From an optimization exercise on the open Yosys and OpenROAD flow, aimed at a short achievable clock period and few clock cycles per item; shortcuts taken in it are not production practice.
Function was checked by simulation only, so behaviour that the tests miss may differ from the original.
No activity file was given, so power comes from the tool's default toggle rates.

### flow/config.mk
export PLATFORM = sky130hd
export DESIGN_NAME = avc_sps_header_parser
export DESIGN_NICKNAME = avc_sps_header_parser
export VERILOG_FILES = /design/flow/design.v
export SDC_FILE = /design/flow/constraint.sdc
export NUM_CORES = 4
export LEC_CHECK = 0
export ABC_CLOCK_PERIOD_IN_PS = 3000
export CAP_MARGIN = 20
export CORE_MARGIN = 2
export CORE_UTILIZATION = 40
export SLEW_MARGIN = 20
### flow/constraint.sdc
create_clock -name core_clock -period 20.0 [get_ports {clk}]
set_input_delay 4.0000 -clock core_clock [delete_from_list [all_inputs] [get_ports {clk}]]
set_output_delay 4.0000 -clock core_clock [all_outputs]
set_load 0.01 [all_outputs]
### flow/design.v
package avcsps_pkg;
    localparam logic [2:0] STS_OK          = 3'd0;
    localparam logic [2:0] STS_NO_SPS      = 3'd1;
    localparam logic [2:0] STS_NOT_SPS_NAL = 3'd2;
    localparam logic [2:0] STS_TRUNC       = 3'd3;
    localparam logic [2:0] STS_SCALING     = 3'd4;
    localparam logic [2:0] STS_GOLOMB      = 3'd5;
    localparam logic [2:0] STS_BAD_SIZE    = 3'd6;
    localparam logic [7:0] SPS_NAL_HDR = 8'h67;
    localparam logic [4:0] P_ID     = 5'd0;    
    localparam logic [4:0] P_CHROMA = 5'd1;    
    localparam logic [4:0] P_DL     = 5'd2;    
    localparam logic [4:0] P_DL1    = 5'd3;    
    localparam logic [4:0] P_DC     = 5'd4;    
    localparam logic [4:0] P_BML    = 5'd5;    
    localparam logic [4:0] P_LOG2   = 5'd6;    
    localparam logic [4:0] P_POC    = 5'd7;    
    localparam logic [4:0] P_MAXPOC = 5'd8;    
    localparam logic [4:0] P_ONR1   = 5'd9;    
    localparam logic [4:0] P_OTB    = 5'd10;   
    localparam logic [4:0] P_NCYC   = 5'd11;   
    localparam logic [4:0] P_NCYC2  = 5'd12;   
    localparam logic [4:0] P_COFF   = 5'd13;   
    localparam logic [4:0] P_NREF   = 5'd14;   
    localparam logic [4:0] P_W1     = 5'd15;   
    localparam logic [4:0] P_H      = 5'd16;   
    localparam logic [4:0] P_FDC    = 5'd17;   
    localparam logic [4:0] P_CL     = 5'd18;
    localparam logic [4:0] P_CR     = 5'd19;
    localparam logic [4:0] P_CT     = 5'd20;
    localparam logic [4:0] P_CB     = 5'd21;
    localparam logic [4:0] P_FIN    = 5'd22;
    localparam logic [1:0] SL_NONE   = 2'd0;
    localparam logic [1:0] SL_PREFIX = 2'd1;
    localparam logic [1:0] SL_SUFFIX = 2'd2;
    localparam logic [3:0] D_NONE = 4'd0;
    localparam logic [3:0] D_LOOP = 4'd1;
    localparam logic [3:0] D_REF  = 4'd2;
    localparam logic [3:0] D_W    = 4'd3;
    localparam logic [3:0] D_H    = 4'd4;
    localparam logic [3:0] D_CL   = 4'd5;
    localparam logic [3:0] D_CR   = 4'd6;
    localparam logic [3:0] D_CT   = 4'd7;
    localparam logic [3:0] D_CB   = 4'd8;
endpackage
import avcsps_pkg::*;
module avc_sps_header_parser
(
    input  logic          clk,
    input  logic          rst_n,
    input  logic          in_valid,
    output logic          in_ready,
    input  logic [7:0]    in_data_byte,
    input  logic          in_last_byte,
    output logic          out_valid,
    input  logic          out_ready,
    output logic [2:0]    out_status,
    output logic [7:0]    out_profile,
    output logic [7:0]    out_compat,
    output logic [7:0]    out_level,
    output logic [2:0]    out_nal_length_size,
    output logic [7:0]    out_ref_frames,
    output logic [15:0]   out_pixel_width,
    output logic [15:0]   out_pixel_height
);
    logic [8:0]  iq0, iq1;
    logic        iq_wp, iq_rp;
    logic [1:0]  iq_cnt, iq_cnt_next;
    logic        in_ready_r;
    logic        push, pop;
    logic [8:0]  head;
    logic        head_v, hd_last;
    logic [7:0]  hd;
    assign in_ready = in_ready_r;
    assign push     = in_valid && in_ready_r;
    assign head     = iq_rp ? iq1 : iq0;
    assign head_v   = (iq_cnt != 2'd0);
    assign hd       = head[7:0];
    assign hd_last  = head[8];
    assign iq_cnt_next = iq_cnt + {1'b0, push} - {1'b0, pop};
    always_ff @(posedge clk)
    begin
        if (push && !iq_wp)
            iq0 <= {in_last_byte, in_data_byte};
        if (push && iq_wp)
            iq1 <= {in_last_byte, in_data_byte};
    end
    always_ff @(posedge clk or negedge rst_n)
    begin
        if (!rst_n)
        begin
            iq_wp      <= 1'b0;
            iq_rp      <= 1'b0;
            iq_cnt     <= 2'd0;
            in_ready_r <= 1'b1;
        end
        else
        begin
            iq_wp      <= iq_wp ^ push;
            iq_rp      <= iq_rp ^ pop;
            iq_cnt     <= iq_cnt_next;
            in_ready_r <= (iq_cnt_next != 2'd2);
        end
    end
    logic [3:0]  hidx;                  
    logic [7:0]  prof_r, compat_r, level_r, pidc_r;
    logic [2:0]  nal_r;
    logic        pdone;                 
    logic        res_ready;             
    logic        rec_end;               
    logic [2:0]  st_r;
    logic [7:0]  mem [0:15];
    logic [4:0]  wptr;                  
    logic [7:0]  rptr;                  
    logic [7:0]  avail;
    logic        full16, buf_space;
    logic [4:0]  used_bytes;
    logic [4:0]  pst;
    logic [1:0]  sl_mode;
    logic [1:0]  zch;                   
    logic [4:0]  rem;                   
    logic [31:0] acc;                   
    logic [31:0] loop_r;
    logic [1:0]  chroma_r;
    logic        sep_r, fonly_r;
    logic        chk_r, ok_r;
    logic        vb_v, vb_fast;
    logic [3:0]  vb_dest;
    logic [15:0] vb_win;
    logic [2:0]  vb_lz;
    logic [31:0] vb_acc;
    logic [31:0] codeval;
    logic [7:0]  ref_r;
    logic [31:0] wc_r, hc_r;            
    logic [31:0] cl_r, cr_r, ct_r, cb_r;
    logic        fin1, fin2, fin3, fin4;
    logic [32:0] sw_r, sh_r;
    logic [37:0] fw_r, fh_r;
    logic [38:0] dw_r, dh_r;
    logic [7:0]  ref_o;
    logic [15:0] wid_o, hei_o;
    logic        out_valid_r, ob_v;
    logic [2:0]  ob_status;
    logic [7:0]  ob_prof, ob_compat, ob_level, ob_ref;
    logic [2:0]  ob_nal;
    logic [15:0] ob_w, ob_h;
    logic [2:0]  oa_status;
    logic [7:0]  oa_prof, oa_compat, oa_level, oa_ref;
    logic [2:0]  oa_nal;
    logic [15:0] oa_w, oa_h;
    logic        is_hdr, wr_sps, emit, emit_now, emit_end, a_free;
    function automatic logic high_profile;
        input logic [7:0] p;
        high_profile = (p == 8'd100) || (p == 8'd110) || (p == 8'd122) || (p == 8'd244) ||
               (p == 8'd44) || (p == 8'd83) || (p == 8'd86) || (p == 8'd118);
    endfunction
    function automatic logic [2:0] lzc8;
        input logic [7:0] v;
        if (v[7])      lzc8 = 3'd0;
        else if (v[6]) lzc8 = 3'd1;
        else if (v[5]) lzc8 = 3'd2;
        else if (v[4]) lzc8 = 3'd3;
        else if (v[3]) lzc8 = 3'd4;
        else if (v[2]) lzc8 = 3'd5;
        else if (v[1]) lzc8 = 3'd6;
        else           lzc8 = 3'd7;
    endfunction
    assign avail      = {wptr, 3'b000} - rptr;
    assign full16     = (avail[7:4] != 4'd0);
    assign used_bytes = wptr - rptr[7:3];
    assign buf_space  = !used_bytes[4];
    assign is_hdr   = (hidx != 4'd12);
    assign wr_sps   = !is_hdr && !pdone;
    assign pop      = head_v && !rec_end && (!wr_sps || buf_space);
    assign emit_now = pop && hd_last && res_ready && !ob_v;
    assign emit_end = rec_end && res_ready && !ob_v;
    assign emit     = emit_now || emit_end;
    always_ff @(posedge clk)
    begin
        if (pop && wr_sps)
            mem[wptr[3:0]] <= hd;
    end
    logic [127:0] mflat;
    logic [127:0] rot;
    logic [15:0]  win;
    logic         off;
    logic [15:0]  uwin;
    logic         zero8;
    logic [2:0]   lz;
    logic [4:0]   ue_len;
    logic         is_ue;
    always_comb
    begin
        for (int i = 0; i < 16; i++)
            mflat[127 - 8*i -: 8] = mem[i];
        rot = mflat;
        for (int k = 0; k < 7; k++)
            if (rptr[k])
                rot = (rot << (1 << k)) | (rot >> (128 - (1 << k)));
        win = rot[127:112];
    end
    assign off    = (pst == P_DL1) || (pst == P_ONR1) || (pst == P_W1);
    assign uwin   = off ? {win[14:0], 1'b0} : win;
    assign zero8  = (uwin[15:8] == 8'd0);
    assign lz     = lzc8(uwin[15:8]);
    assign ue_len = {1'b0, lz, 1'b1} + {4'd0, off};
    assign is_ue  = !((pst == P_BML) || (pst == P_FDC) || (pst == P_NCYC2) || (pst == P_FIN));
    logic [4:0]  need;
    logic        el_done;       
    logic        el_fast;       
    logic        sl_start, sl_more;
    logic [1:0]  sl_mode_n;
    logic [1:0]  zch_n;
    logic [4:0]  rem_n;
    logic [31:0] acc_n;
    logic        fail_scl, fail_gol, finish;
    logic [4:0]  pst_el;        
    logic        is3, poc0, poc1, ncyc0;
    logic [1:0]  chroma_fast;
    logic        mat;
    logic [11:0] lists;
    logic [3:0]  nl;
    logic [3:0]  lpos;
    logic        lfound;
    logic [2:0]  pz;
    logic [3:0]  k;
    logic        fdc_crop;
    always_comb
    begin
        need      = 5'd0;
        el_done   = 1'b0;
        el_fast   = 1'b0;
        sl_start  = 1'b0;
        sl_more   = 1'b0;
        sl_mode_n = sl_mode;
        zch_n     = zch;
        rem_n     = rem;
        acc_n     = acc;
        fail_scl  = 1'b0;
        fail_gol  = 1'b0;
        finish    = 1'b0;
        pst_el    = pst;
        pz        = lzc8(win[15:8]);
        k         = (rem > 5'd8) ? 4'd8 : rem[3:0];
        is3   = (sl_mode == SL_NONE) && (uwin[15:11] == 5'b00100);
        poc0  = (sl_mode == SL_NONE) && uwin[15];
        poc1  = (sl_mode == SL_NONE) && (uwin[15:13] == 3'b010);
        ncyc0 = (sl_mode == SL_NONE) && uwin[15];
        if (sl_mode != SL_NONE)
            chroma_fast = 2'd1;
        else if (uwin[15])
            chroma_fast = 2'd0;
        else if (uwin[15:13] == 3'b010)
            chroma_fast = 2'd1;
        else if (uwin[15:13] == 3'b011)
            chroma_fast = 2'd2;
        else if (uwin[15:11] == 5'b00100)
            chroma_fast = 2'd3;
        else
            chroma_fast = 2'd1;
        mat    = win[14];
        lists  = win[13:2];
        nl     = (chroma_r == 2'd3) ? 4'd12 : 4'd8;
        lfound = 1'b0;
        lpos   = 4'd0;
        for (int i = 11; i >= 0; i--)
            if (lists[11 - i] && (4'(i) < nl))
            begin
                lfound = 1'b1;
                lpos   = 4'(i);
            end
        fdc_crop = win[15] ? win[13] : win[12];
        if (sl_mode == SL_PREFIX)
        begin
            if (win[15:8] == 8'd0)
            begin
                need = 5'd8;
                if (zch == 2'd3)
                    fail_gol = 1'b1;
                else
                    zch_n = zch + 2'd1;
            end
            else
            begin
                need      = {2'b00, pz} + 5'd1;
                sl_mode_n = SL_SUFFIX;
                rem_n     = {zch, pz};
                acc_n     = 32'd1;
            end
        end
        else if (sl_mode == SL_SUFFIX)
        begin
            need  = {1'b0, k};
            rem_n = rem - {1'b0, k};
            acc_n = (acc << k) | ({24'd0, win[15:8]} >> (4'd8 - k));
            if (rem_n == 5'd0)
            begin
                el_done   = 1'b1;
                sl_mode_n = SL_NONE;
            end
        end
        else if (is_ue)
        begin
            if (zero8)
            begin
                need      = 5'd8 + {4'd0, off};
                sl_start  = 1'b1;
                sl_mode_n = SL_PREFIX;
                zch_n     = 2'd1;
            end
            else
            begin
                need    = ue_len;
                el_done = 1'b1;
                el_fast = 1'b1;
            end
        end
        else if (pst == P_BML)
        begin
            if (!mat)
            begin
                need    = 5'd2;
                el_done = 1'b1;
            end
            else if (lfound)
            begin
                need     = 5'd3 + {1'b0, lpos};
                fail_scl = 1'b1;
            end
            else
            begin
                need    = 5'd2 + {1'b0, nl};
                el_done = 1'b1;
            end
        end
        else if (pst == P_FDC)
        begin
            need    = win[15] ? 5'd3 : 5'd4;
            el_done = 1'b1;
        end
        else if (pst == P_NCYC2)
        begin
            need    = 5'd0;
            el_done = 1'b1;
        end
        unique case (pst)
            P_ID:     pst_el = high_profile(pidc_r) ? P_CHROMA : P_LOG2;
            P_CHROMA: pst_el = is3 ? P_DL1 : P_DL;
            P_DL:     pst_el = P_DC;
            P_DL1:    pst_el = P_DC;
            P_DC:     pst_el = P_BML;
            P_BML:    pst_el = P_LOG2;
            P_LOG2:   pst_el = P_POC;
            P_POC:    pst_el = poc0 ? P_MAXPOC : (poc1 ? P_ONR1 : P_NREF);
            P_MAXPOC: pst_el = P_NREF;
            P_ONR1:   pst_el = P_OTB;
            P_OTB:    pst_el = P_NCYC;
            P_NCYC:   pst_el = ncyc0 ? P_NREF : P_NCYC2;
            P_NCYC2:  pst_el = P_COFF;
            P_COFF:   pst_el = (loop_r == 32'd2) ? P_NREF : P_COFF;
            P_NREF:   pst_el = P_W1;
            P_W1:     pst_el = P_H;
            P_H:      pst_el = P_FDC;
            P_FDC:    pst_el = fdc_crop ? P_CL : P_FIN;
            P_CL:     pst_el = P_CR;
            P_CR:     pst_el = P_CT;
            P_CT:     pst_el = P_CB;
            P_CB:     pst_el = P_FIN;
            default:  pst_el = P_FIN;
        endcase
        finish = el_done && (pst_el == P_FIN);
    end
    logic active, go, trunc;
    logic [3:0] dest_el;
    assign active = !pdone && (pst != P_FIN);
    assign go     = active && (full16 || (rec_end && chk_r && ok_r));
    assign trunc  = active && rec_end && !full16 && chk_r && !ok_r;
    always_comb
    begin
        unique case (pst)
            P_NCYC:  dest_el = D_LOOP;
            P_NREF:  dest_el = D_REF;
            P_W1:    dest_el = D_W;
            P_H:     dest_el = D_H;
            P_CL:    dest_el = D_CL;
            P_CR:    dest_el = D_CR;
            P_CT:    dest_el = D_CT;
            P_CB:    dest_el = D_CB;
            default: dest_el = D_NONE;
        endcase
    end
    assign codeval = vb_fast ? {16'd0, vb_win >> (4'd15 - {vb_lz, 1'b0})} : vb_acc;
    always_ff @(posedge clk or negedge rst_n)
    begin
        if (!rst_n)
        begin
            hidx      <= 4'd0;
            prof_r    <= 8'd0;
            compat_r  <= 8'd0;
            level_r   <= 8'd0;
            nal_r     <= 3'd0;
            pidc_r    <= 8'd0;
            pdone     <= 1'b0;
            res_ready <= 1'b0;
            rec_end   <= 1'b0;
            st_r      <= STS_OK;
            wptr      <= 5'd0;
            rptr      <= 8'd0;
            pst       <= P_ID;
            sl_mode   <= SL_NONE;
            zch       <= 2'd0;
            rem       <= 5'd0;
            acc       <= 32'd0;
            loop_r    <= 32'd0;
            chroma_r  <= 2'd1;
            sep_r     <= 1'b0;
            fonly_r   <= 1'b0;
            chk_r     <= 1'b0;
            ok_r      <= 1'b0;
            vb_v      <= 1'b0;
            vb_fast   <= 1'b0;
            vb_dest   <= D_NONE;
            vb_win    <= 16'd0;
            vb_lz     <= 3'd0;
            vb_acc    <= 32'd0;
            ref_r     <= 8'd0;
            wc_r      <= 32'd0;
            hc_r      <= 32'd0;
            cl_r      <= 32'd0;
            cr_r      <= 32'd0;
            ct_r      <= 32'd0;
            cb_r      <= 32'd0;
            fin1      <= 1'b0;
            fin2      <= 1'b0;
            fin3      <= 1'b0;
            fin4      <= 1'b0;
            sw_r      <= 33'd0;
            sh_r      <= 33'd0;
            fw_r      <= 38'd0;
            fh_r      <= 38'd0;
            dw_r      <= 39'd0;
            dh_r      <= 39'd0;
            ref_o     <= 8'd0;
            wid_o     <= 16'd0;
            hei_o     <= 16'd0;
        end
        else if (emit)
        begin
            hidx      <= 4'd0;
            prof_r    <= 8'd0;
            compat_r  <= 8'd0;
            level_r   <= 8'd0;
            nal_r     <= 3'd0;
            pidc_r    <= 8'd0;
            pdone     <= 1'b0;
            res_ready <= 1'b0;
            rec_end   <= 1'b0;
            st_r      <= STS_OK;
            wptr      <= 5'd0;
            rptr      <= 8'd0;
            pst       <= P_ID;
            sl_mode   <= SL_NONE;
            zch       <= 2'd0;
            rem       <= 5'd0;
            acc       <= 32'd0;
            loop_r    <= 32'd0;
            chroma_r  <= 2'd1;
            sep_r     <= 1'b0;
            fonly_r   <= 1'b0;
            chk_r     <= 1'b0;
            ok_r      <= 1'b0;
            vb_v      <= 1'b0;
            vb_fast   <= 1'b0;
            vb_dest   <= D_NONE;
            ref_r     <= 8'd0;
            wc_r      <= 32'd0;
            hc_r      <= 32'd0;
            cl_r      <= 32'd0;
            cr_r      <= 32'd0;
            ct_r      <= 32'd0;
            cb_r      <= 32'd0;
            fin1      <= 1'b0;
            fin2      <= 1'b0;
            fin3      <= 1'b0;
            fin4      <= 1'b0;
            ref_o     <= 8'd0;
            wid_o     <= 16'd0;
            hei_o     <= 16'd0;
        end
        else
        begin
            if (pop)
            begin
                if (is_hdr)
                begin
                    hidx <= hidx + 4'd1;
                    unique case (hidx)
                        4'd1: prof_r   <= hd;
                        4'd2: compat_r <= hd;
                        4'd3: level_r  <= hd;
                        4'd4: nal_r    <= {1'b0, hd[1:0]} + 3'd1;
                        4'd5:
                            if (hd[4:0] == 5'd0)
                            begin
                                pdone     <= 1'b1;
                                res_ready <= 1'b1;
                                st_r      <= STS_NO_SPS;
                            end
                        4'd8:
                            if (hd != SPS_NAL_HDR && !pdone)
                            begin
                                pdone     <= 1'b1;
                                res_ready <= 1'b1;
                                st_r      <= STS_NOT_SPS_NAL;
                            end
                        4'd9: pidc_r   <= hd;
                        default: ;
                    endcase
                end
                else if (wr_sps)
                begin
                    wptr <= wptr + 5'd1;
                end
                if (hd_last)
                    rec_end <= 1'b1;
            end
            if (rec_end && active && !full16)
            begin
                chk_r <= !chk_r;
                ok_r  <= (need <= avail[4:0]);
            end
            else
            begin
                chk_r <= 1'b0;
            end
            vb_v <= 1'b0;
            if (trunc)
            begin
                pdone     <= 1'b1;
                res_ready <= 1'b1;
                st_r      <= STS_TRUNC;
            end
            else if (go)
            begin
                rptr    <= rptr + {3'd0, need};
                sl_mode <= sl_mode_n;
                zch     <= zch_n;
                rem     <= rem_n;
                acc     <= acc_n;
                if ((sl_mode == SL_NONE) && (pst == P_DL1))
                    sep_r <= win[15];
                if (fail_gol)
                begin
                    pdone     <= 1'b1;
                    res_ready <= 1'b1;
                    st_r      <= STS_GOLOMB;
                end
                else if (fail_scl)
                begin
                    pdone     <= 1'b1;
                    res_ready <= 1'b1;
                    st_r      <= STS_SCALING;
                end
                else if (el_done)
                begin
                    pst     <= pst_el;
                    vb_v    <= 1'b1;
                    vb_fast <= el_fast;
                    vb_dest <= dest_el;
                    vb_win  <= uwin;
                    vb_lz   <= lz;
                    vb_acc  <= acc_n;
                    if (pst == P_CHROMA)
                        chroma_r <= chroma_fast;
                    if (pst == P_FDC)
                        fonly_r <= win[15];
                    if (pst == P_COFF)
                        loop_r <= loop_r - 32'd1;
                    if (finish)
                    begin
                        pdone <= 1'b1;
                        fin1  <= 1'b1;
                    end
                end
            end
            if (vb_v)
            begin
                unique case (vb_dest)
                    D_LOOP: loop_r <= codeval;
                    D_REF:  ref_r  <= (codeval > 32'd256) ? 8'd255 : 8'(codeval - 32'd1);
                    D_W:    wc_r   <= codeval;
                    D_H:    hc_r   <= codeval;
                    D_CL:   cl_r   <= codeval - 32'd1;
                    D_CR:   cr_r   <= codeval - 32'd1;
                    D_CT:   ct_r   <= codeval - 32'd1;
                    D_CB:   cb_r   <= codeval - 32'd1;
                    default: ;
                endcase
            end
            fin2 <= fin1;
            fin3 <= fin2;
            fin4 <= fin3;
            if (fin2)
            begin
                sw_r <= {1'b0, cl_r} + {1'b0, cr_r};
                sh_r <= {1'b0, ct_r} + {1'b0, cb_r};
                fw_r <= {2'b00, wc_r, 4'b0000};
                fh_r <= fonly_r ? {2'b00, hc_r, 4'b0000} : {1'b0, hc_r, 5'b00000};
            end
            if (fin3)
            begin
                dw_r <= {1'b0, fw_r} - (ux2 ? {5'd0, sw_r, 1'b0} : {6'd0, sw_r});
                dh_r <= {1'b0, fh_r} - ({6'd0, sh_r} << sy);
            end
            if (fin4)
            begin
                res_ready <= 1'b1;
                if (bad_size)
                    st_r <= STS_BAD_SIZE;
                else
                begin
                    st_r  <= STS_OK;
                    ref_o <= ref_r;
                    wid_o <= dw_r[15:0];
                    hei_o <= dh_r[15:0];
                end
            end
        end
    end
    logic [1:0] ct;
    logic       ux2;
    logic [1:0] sy;
    logic       bad_size;
    always_comb
    begin
        ct  = sep_r ? 2'd0 : chroma_r;
        ux2 = (ct == 2'd1) || (ct == 2'd2);
        if (ct == 2'd1)
            sy = fonly_r ? 2'd1 : 2'd2;
        else
            sy = fonly_r ? 2'd0 : 2'd1;
        bad_size = dw_r[38] || (dw_r[37:0] == 38'd0) || (dw_r[37:16] != 22'd0) ||
                   dh_r[38] || (dh_r[37:0] == 38'd0) || (dh_r[37:16] != 22'd0);
    end
    assign a_free = !out_valid_r || out_ready;
    always_ff @(posedge clk or negedge rst_n)
    begin
        if (!rst_n)
        begin
            out_valid_r <= 1'b0;
            ob_v        <= 1'b0;
        end
        else
        begin
            if (a_free)
                out_valid_r <= ob_v || emit;
            if (ob_v)
                ob_v <= !a_free;
            else
                ob_v <= emit && !a_free;
        end
    end
    always_ff @(posedge clk)
    begin
        if (a_free)
        begin
            if (ob_v)
            begin
                oa_status <= ob_status;
                oa_prof   <= ob_prof;
                oa_compat <= ob_compat;
                oa_level  <= ob_level;
                oa_nal    <= ob_nal;
                oa_ref    <= ob_ref;
                oa_w      <= ob_w;
                oa_h      <= ob_h;
            end
            else
            begin
                oa_status <= st_r;
                oa_prof   <= prof_r;
                oa_compat <= compat_r;
                oa_level  <= level_r;
                oa_nal    <= nal_r;
                oa_ref    <= ref_o;
                oa_w      <= wid_o;
                oa_h      <= hei_o;
            end
        end
        if (!ob_v && !a_free)
        begin
            ob_status <= st_r;
            ob_prof   <= prof_r;
            ob_compat <= compat_r;
            ob_level  <= level_r;
            ob_nal    <= nal_r;
            ob_ref    <= ref_o;
            ob_w      <= wid_o;
            ob_h      <= hei_o;
        end
    end
    assign out_valid           = out_valid_r;
    assign out_status          = oa_status;
    assign out_profile         = oa_prof;
    assign out_compat          = oa_compat;
    assign out_level           = oa_level;
    assign out_nal_length_size = oa_nal;
    assign out_ref_frames      = oa_ref;
    assign out_pixel_width     = oa_w;
    assign out_pixel_height    = oa_h;
endmodule
### flow/run.sh
#!/bin/bash
# synth_recipe.tcl (not shown) runs the flow's synth.tcl, then flattens the netlist and writes it again
# the make line also repeats each setting of config.mk as NAME=value (left out here)
make -C /OpenROAD-flow-scripts/flow DESIGN_CONFIG=/design/flow/config.mk WORK_HOME=/design/flow/orfs CLKGATE_MAP_FILE= SYNTH_SCRIPT=/design/flow/synth_recipe.tcl finish
==> impl_metrics.env, run 1 <==
export IMPL_grt_usage_pct=24.8
export IMPL_netlist_instances=5486
export IMPL_maxSlewHeadroom_pct=23.2
export IMPL_crit_path_end="rptr[6]"
export IMPL_critPathCaptureType="register"
export IMPL_area_growth_pct=11.2
export IMPL_leakage_nw=25.9
export IMPL_worst_slack_ns=12.35
export IMPL_fin_crit_sh_pct=38.3
export IMPL_setup_tns_ns=0
export IMPL_total_power_mw=11.1
export IMPL_ys_async_sr_fraction_pct=69.6
export IMPL_pwr_share_seq_pct=27.0
export IMPL_worstHoldPathType="register to register"
export IMPL_wl_mm=179
export IMPL_routabilityCongestion=1.02
export IMPL_antenna_found_initial=4
export IMPL_cts_setup_buffers=0
export IMPL_core_sq_mm=0.140
export IMPL_p_clk_share_pct=18.2
export IMPL_synth_area_sq_mm=0.0562
export IMPL_ios=85
export IMPL_slowest_stage="dfrtp_4"
export IMPL_cts_tree="done"
export IMPL_powerDensity_mw_per_mm2=177
export IMPL_synth_commonest_cells="nand2_1, dfrtp_1, nor2_1"
export IMPL_status="no timing/DRC/antenna violations"
export IMPL_num_vias=43957
export IMPL_synthTopCellsByArea="dfrtp_1, edfxtp_1, mux4_2"
export IMPL_yosysWarnings=1
export IMPL_worstSetupStartpoint="rptr[1]"
export IMPL_r2r_end="rptr[6]"
export IMPL_syn_nets=5675
export IMPL_fp_dieW_um=379
export IMPL_worstPathArrival_ns=8.21
export IMPL_ys_seq_area_share_pct=44.5
export IMPL_worstPathRequired_ns=20.56
export IMPL_p_comb_share_pct=54.8
export IMPL_wire_per_inst_um=24.2
export IMPL_yosysMostFrequentCell="nand2_1"
export IMPL_crit_chain="buf_4 -> mux4_2 -> a222oi_1 -> buf_4 -> o22ai_1 -> or4_1 -> nor3_1 -> o41ai_1 -> a21oi_1 -> nor2_1 -> o31ai_1 -> ha_1 -> nand2_1 -> a221oi_1 -> a221oi_1 -> inv_1 -> fa_1 -> nor2b_1 -> o21ai_0 -> nand2b_1 -> a21oi_1 -> or3_1 -> xnor2_1 -> nor2_1"
export IMPL_cts_hold_buf=0
export IMPL_first_global_vias=43120
export IMPL_post_place_ws_ns=12.40
export IMPL_setup_violations_final=0
export IMPL_vdd_drop_max_v=0.000102
export IMPL_die_height_um=379
export IMPL_clock_latency_ns=0.73
export IMPL_rsz0062_at_grt="no"
export IMPL_cts_resized=0
export IMPL_cts_sinks=942
export IMPL_port_buffers=84
export IMPL_p_switching_mw=4.96
export IMPL_reg2reg_slack_ns=12.35
export IMPL_timing_final_crit_period_ns=7.65
export IMPL_grt_pass1_wl_mm=273
export IMPL_cts_buffer_depth=3
export IMPL_maxCapViolations=0
export IMPL_grt_overflow_total=0
export IMPL_syn_area_per_cell_sq_um=10.2
export IMPL_worstSetupStartpointType="register"
export IMPL_crit_type="register to register"
export IMPL_drtPass1Iterations=6
export IMPL_drive_gt1_share_pct=12.5
export IMPL_clkTransAtPathRegs_ns=0.06
export IMPL_row_count=137
export IMPL_die_area_sq_mm=0.143
export IMPL_ys_flop_type="dfrtp_1"
export IMPL_yosysTopAreaCell="dfrtp_1"
export IMPL_fill_cells=13234
export IMPL_p_int_mw=6.12
export IMPL_via_per_inst=5.94
export IMPL_ys_seq_elements=942
export IMPL_regToRegStartpoint="rptr[1]"
export IMPL_worst_path_largest_cell_delay_ns=1.05
export IMPL_finalHoldViolCount=0
export IMPL_utilization_pct=44.8
export IMPL_worst_pin_slew_ns=1.14
export IMPL_skew_ns=0.0671
export IMPL_synth_edf_count=286
export IMPL_grt_start_max_net_pins=158
export IMPL_cts_root_buf="clkbuf_16"
export IMPL_postRouteAntennaNets=0
export IMPL_cp_max_fo=66
export IMPL_drv_slew=0
export IMPL_final_nets=5627
export IMPL_htreeDepth=3
export IMPL_drc=0
export IMPL_drtIter0Drc=4384
export IMPL_cts_buffers=102
export IMPL_start_util_pct=40.3
export IMPL_netlist_area_leader_share_pct=29.1
export IMPL_dp_hpwl_mm=128
export IMPL_r2r_cells=24
export IMPL_p_sw_share_pct=44.8
export IMPL_synth_distinct_cells=100
export IMPL_max_freq_mhz=131
## area by class of cell
type	count	area [sq um]	share of cell area, %
Antenna cell	1	2.50	0.00401
Clock buffer	135	2880	4.61
Clock inverter	57	741	1.19
Inverter	140	526	0.841
Multi-Input combinational cell	4068	29300	47.0
Sequential cell	942	25000	40.1
Tap cell	1876	2350	3.76
Timing Repair Buffer	184	1610	2.58
## cell usage in the layout (no fill, tap or decap), types with 32 or more instances in the layout
master,Yosys,routed
nand4_1,32,32
mux4_2,223,223
dfrtp_1,654,647
a21oi_1,301,298
xor2_1,93,93
ha_1,173,171
nor3_1,85,84
o21ai_0,384,384
inv_1,128,128
clkbuf_16,0,104
and2_1,39,38
nand2b_1,50,49
a31oi_1,35,35
nor2_1,501,494
mux2_2,101,101
buf_4,13,99
nand3_1,96,96
edfxtp_1,286,286
nor4_1,37,36
a21o_1,66,66
xnor2_1,99,99
clkdlybuf4s50_1,0,83
o31ai_1,34,34
mux2i_1,308,306
nor2b_1,46,46
a22oi_1,32,32
nand2_1,754,750
a211oi_1,153,153
## worst min path at each step
stage / from / end / slack [ns] / cells after the start
2_1_floorplan: st_r[0] / ob_status[0] / 0.42 / 0
3_3_place_gp: chk_r / chk_r / 0.44 / 1
3_5_place_dp: st_r[0] / ob_status[0] / 0.44 / 0
4_1_cts: chk_r / chk_r / 0.46 / 1
5_1_grt: chk_r / chk_r / 0.48 / 1
6_report: chk_r / chk_r / 0.45 / 1
## power groups by stage
stage | registers [mW] | clock network, mW | logic, mW
6_report | 2.99 | 2.02 | 6.07
5_1_grt | 3.05 | 2.15 | 6.63
4_1_cts | 2.99 | 2.07 | 6.03
3_5_place_dp | 3.02 | 0 | 6.00
3_3_place_gp | 3.01 | 0 | 5.99
2_1_floorplan | 2.82 | 0 | 4.43
## worst max-delay path, delay by kind of cell, from the launching register on
family | cells | cell delay [ns]
compound gates | 9 | 1.81
xor+xnor | 1 | 0.16
fa+ha+maj | 2 | 0.77
buf+inv | 3 | 1.22
flops | 1 | 1.05
mux | 1 | 0.61
simple gates | 8 | 1.81
## sequential cells by signal (all words and copies together), names as in the netlist, 33 cells and up
name / flops
sw_r: 33
dw_r: 37
sh_r: 33
fh_r: 33
dh_r: 39
mem: 128
## cell families (layout without fill, tap and decap cells)
family | Yosys count | in the layout | synth area share [%]
AND/OR/NAND/NOR | 1773 | 1773 | 14.0
AO/OA/AOI/OAI | 1290 | 1290 | 14.4
flip-flops | 942 | 942 | 44.5
multiplexers | 634 | 634 | 16.5
buffers and inverters | 476 | 516 | 3.53
XOR/XNOR | 192 | 192 | 2.99
adder cells (fa/ha/maj) | 177 | 177 | 3.98
other | 2 | 3 | 0.0134
## per-stage QoR
step,hold slack [ns],instance area (sq um),cells
after floorplan,0.425,56200,5486
after global placement,0.440,58800,7210
after detailed placement,0.444,58800,7210
after CTS,0.456,62500,7402
after global routing,0.477,62500,7402
final,0.453,62500,7403
## routing by layer
layer	global-route usage (%)	vias up	routed length [um]
met3	4.80	453	12100
met2	40.7	1625	84500
met1	31.8	21778	73700
met4	11.0	2	8840
met5	0	-	38
li1	-	20099	-
Testbench counts, summed over its fixed seeds: cycles 14,022, items 384.
==> run 2: changes to the inputs <==
--- a/flow/config.mk
+++ b/flow/config.mk
@@ -6,5 +6,4 @@
 export NUM_CORES = 4
 export LEC_CHECK = 0
-export ABC_CLOCK_PERIOD_IN_PS = 3000
 export CAP_MARGIN = 20
 export CORE_MARGIN = 2
==> run 2 against run 1 <==
Compared with the run above: cell area unchanged; critical endpoint unchanged; worst hold slack stayed put; global-route usage unchanged.
==> impl_metrics.env, run 2 <==
export IMPL_wire_per_inst_um=24.2
export IMPL_setup_violations_final=0
export IMPL_placedCellCount=7210
export IMPL_cts_setup_buffers=0
export IMPL_synth_commonest_cells="nand2_1, dfrtp_1, nor2_1"
export IMPL_routabilityCongestion=1.02
export IMPL_r2r_end="rptr[6]"
export IMPL_timing_final_crit_period_ns=7.65
export IMPL_cts_root_buf="clkbuf_16"
export IMPL_fill_cells=13234
export IMPL_r2r_cells=24
export IMPL_cts_sinks=942
export IMPL_dp_hpwl_mm=128
export IMPL_cts_buffer_depth=3
export IMPL_postLayoutCellArea_sq_mm=0.0625
export IMPL_cp_max_fo=66
export IMPL_hp_start="chk_r"
export IMPL_ys_flop_type="dfrtp_1"
export IMPL_worstSetupStartpointType="register"
export IMPL_worst_pin_slew_ns=1.14
export IMPL_min_path_cells=1
export IMPL_die_height_um=379
export IMPL_ys_seq_elements=942
export IMPL_core_sq_mm=0.140
export IMPL_grt_start_max_net_pins=158
export IMPL_drtPass1Iterations=6
export IMPL_antenna_found_initial=4
export IMPL_die_area_sq_mm=0.143
export IMPL_worst_path_largest_cell_delay_ns=1.05
export IMPL_instances_no_fill=7403
export IMPL_drv_slew=0
export IMPL_finalHoldViolCount=0
export IMPL_fp_dieW_um=379
export IMPL_multi_input_area_sq_mm=0.0293
export IMPL_powerDensity_mw_per_mm2=177
export IMPL_leakage_nw=25.9
export IMPL_num_vias=43957
export IMPL_yosysWarnings=1
export IMPL_synthTopCellsByArea="dfrtp_1, edfxtp_1, mux4_2"
export IMPL_drive_gt1_share_pct=12.5
export IMPL_ys_seq_area_share_pct=44.5
export IMPL_netlist_instances=5486
export IMPL_port_buffers=84
export IMPL_row_count=137
export IMPL_mostFrequentLayoutCell="nand2_1"
export IMPL_netlist_area_leader_share_pct=29.1
export IMPL_status="no timing/DRC/antenna violations"
export IMPL_rsz0062_at_grt="no"
export IMPL_wl_mm=179
export IMPL_critPathCaptureType="register"
export IMPL_cts_resized=0
export IMPL_setup_tns_ns=0
export IMPL_largest_reg_flops=128
export IMPL_worstPathRequired_ns=20.56
export IMPL_clkTransAtPathRegs_ns=0.06
export IMPL_drc=0
export IMPL_fin_crit_sh_pct=38.3
export IMPL_worstHoldPathType="register to register"
export IMPL_synth_area_sq_mm=0.0562
export IMPL_seq_area_sq_mm=0.0250
export IMPL_grt_pass1_wl_mm=273
export IMPL_worstPathArrival_ns=8.21
export IMPL_maxSlewHeadroom_pct=23.2
export IMPL_holdPathEnd="chk_r"
export IMPL_maxCapViolations=0
export IMPL_synth_edf_count=286
export IMPL_ios=85
export IMPL_final_nets=5627
export IMPL_slowest_stage="dfrtp_4"
export IMPL_first_global_vias=43120
export IMPL_max_freq_mhz=131
export IMPL_cts_tree="done"
export IMPL_reg2reg_slack_ns=12.35
export IMPL_htreeDepth=3
export IMPL_grt_usage_pct=24.8
export IMPL_postRouteAntennaNets=0
export IMPL_yosysMostFrequentCell="nand2_1"
export IMPL_via_per_inst=5.94
export IMPL_crit_type="register to register"
export IMPL_cts_hold_buf=0
export IMPL_skew_ns=0.0671
export IMPL_ys_async_sr_fraction_pct=69.6
export IMPL_synth_distinct_cells=100
export IMPL_vdd_drop_max_v=0.000102
export IMPL_crit_chain="buf_4 -> mux4_2 -> a222oi_1 -> buf_4 -> o22ai_1 -> or4_1 -> nor3_1 -> o41ai_1 -> a21oi_1 -> nor2_1 -> o31ai_1 -> ha_1 -> nand2_1 -> a221oi_1 -> a221oi_1 -> inv_1 -> fa_1 -> nor2b_1 -> o21ai_0 -> nand2b_1 -> a21oi_1 -> or3_1 -> xnor2_1 -> nor2_1"
export IMPL_yosysTopAreaCell="dfrtp_1"
export IMPL_grt_overflow_total=0
export IMPL_area_growth_pct=11.2
export IMPL_dpl_cell_area_sq_mm=0.0588
export IMPL_clock_latency_ns=0.73
export IMPL_start_util_pct=40.3
export IMPL_syn_nets=5675
export IMPL_syn_area_per_cell_sq_um=10.2
export IMPL_cts_buffers=102
export IMPL_regToRegStartpoint="rptr[1]"
export IMPL_drtIter0Drc=4384
export IMPL_final_cell_mix="nand2_1, dfrtp_1, nor2_1"
[run 2: routing by layer]
layer | wire length, um | vias to the layer above | track usage, %
met5 | 38 | - | 0
met4 | 8840 | 2 | 11.0
met3 | 12100 | 453 | 4.80
met2 | 84500 | 1625 | 40.7
met1 | 73700 | 21778 | 31.8
li1 | - | 20099 | -
[run 2: cells by family after synthesis]
kind of cell,share of synthesized area [%]
DFF,44.5
AOI/OAI and AO/OA,14.4
adders and majority gates,3.98
other,0.0134
xor gates and xnor gates,2.99
and+or+nand+nor,14.0
muxes,16.5
buffers and inverters,3.53
[run 2: how the worst max path moves through the flow]
stage	from	to	slack, ns	cells past startpoint
after floorplan	out_ready	ob_compat[0]	10.67	2
after global placement	rptr[1]	rptr[6]	12.36	22
after detailed placement	rptr[1]	rptr[6]	12.40	24
after CTS	rptr[1]	rptr[6]	12.36	24
after global routing	rptr[1]	rptr[6]	11.83	24
final	rptr[1]	rptr[6]	12.35	24
[run 2: area by class of cell]
class	instances	area share (%)
multi-input cells	4068	47.0
diodes	1	0.00401
repair buffers	184	2.58
clock inverters	57	1.19
inverters	140	0.841
flip-flops and latches	942	40.1
well taps	1876	3.76
clock buffers	135	4.61
[run 2: stage by stage]
| step | util [%] | power, mW | worst slack (ns) | hold WS [ns] |
|---|---|---|---|---|
| 2_1_floorplan | - | 7.25 | 10.67 | 0.425 |
| 5_1_grt | 44.8 | 11.8 | 11.83 | 0.477 |
| 4_1_cts | 44.8 | 11.1 | 12.36 | 0.456 |
| 3_3_place_gp | 42.2 | 9.00 | 12.36 | 0.440 |
| 6_report | 44.8 | 11.1 | 12.35 | 0.453 |
| 3_5_place_dp | 42.2 | 9.02 | 12.40 | 0.444 |
[run 2: worst max-delay path: cells and delay by family (launching register included)]
kind	cells	cell delay, ns
AOI/OAI and AO/OA	9	1.81
muxes	1	0.61
DFF	1	1.05
buffers and inverters	3	1.22
adders and majority gates	2	0.77
xor gates and xnor gates	1	0.16
and+or+nand+nor	8	1.81
[run 2: power breakdown]
part           total, mW  switching [mW]  internal [mW]
combinational       6.07            3.68           2.39
clock               2.02           0.832           1.19
sequential          2.99           0.451           2.54
total               11.1            4.96           6.12

==> static timing again, ports no longer ideal <==
No port has a modelled driver above. Below, the same layouts with a new extraction and two added sets of constraints.
Step 1, drivers: a clkbuf_16 drives clk and a buf_2 each remaining input, both assumed.
Step 2 adds t to the input delays and takes it off the output delays; t is the mean of the earliest and latest rising clock arrival at the registers after step 1. Input paths then give back, and output paths get back, about the clock's delay inside the block.
Three values: no drivers, after step 1, after step 2; two values: the first two.
| run | t (ns) | setup WS [ns] | hold slack, ns | worst data-port slew with drivers (ns) |
|---|---|---|---|---|
| run 1 | 0.772 | 12.349 / 12.349 / 12.349 | 0.453 / 0.453 / 0.453 | 0.05 |
| run 2 | 0.772 | 12.349 / 12.349 / 12.349 | 0.453 / 0.453 / 0.453 | 0.05 |
After both steps setup and hold are still met in every run listed.
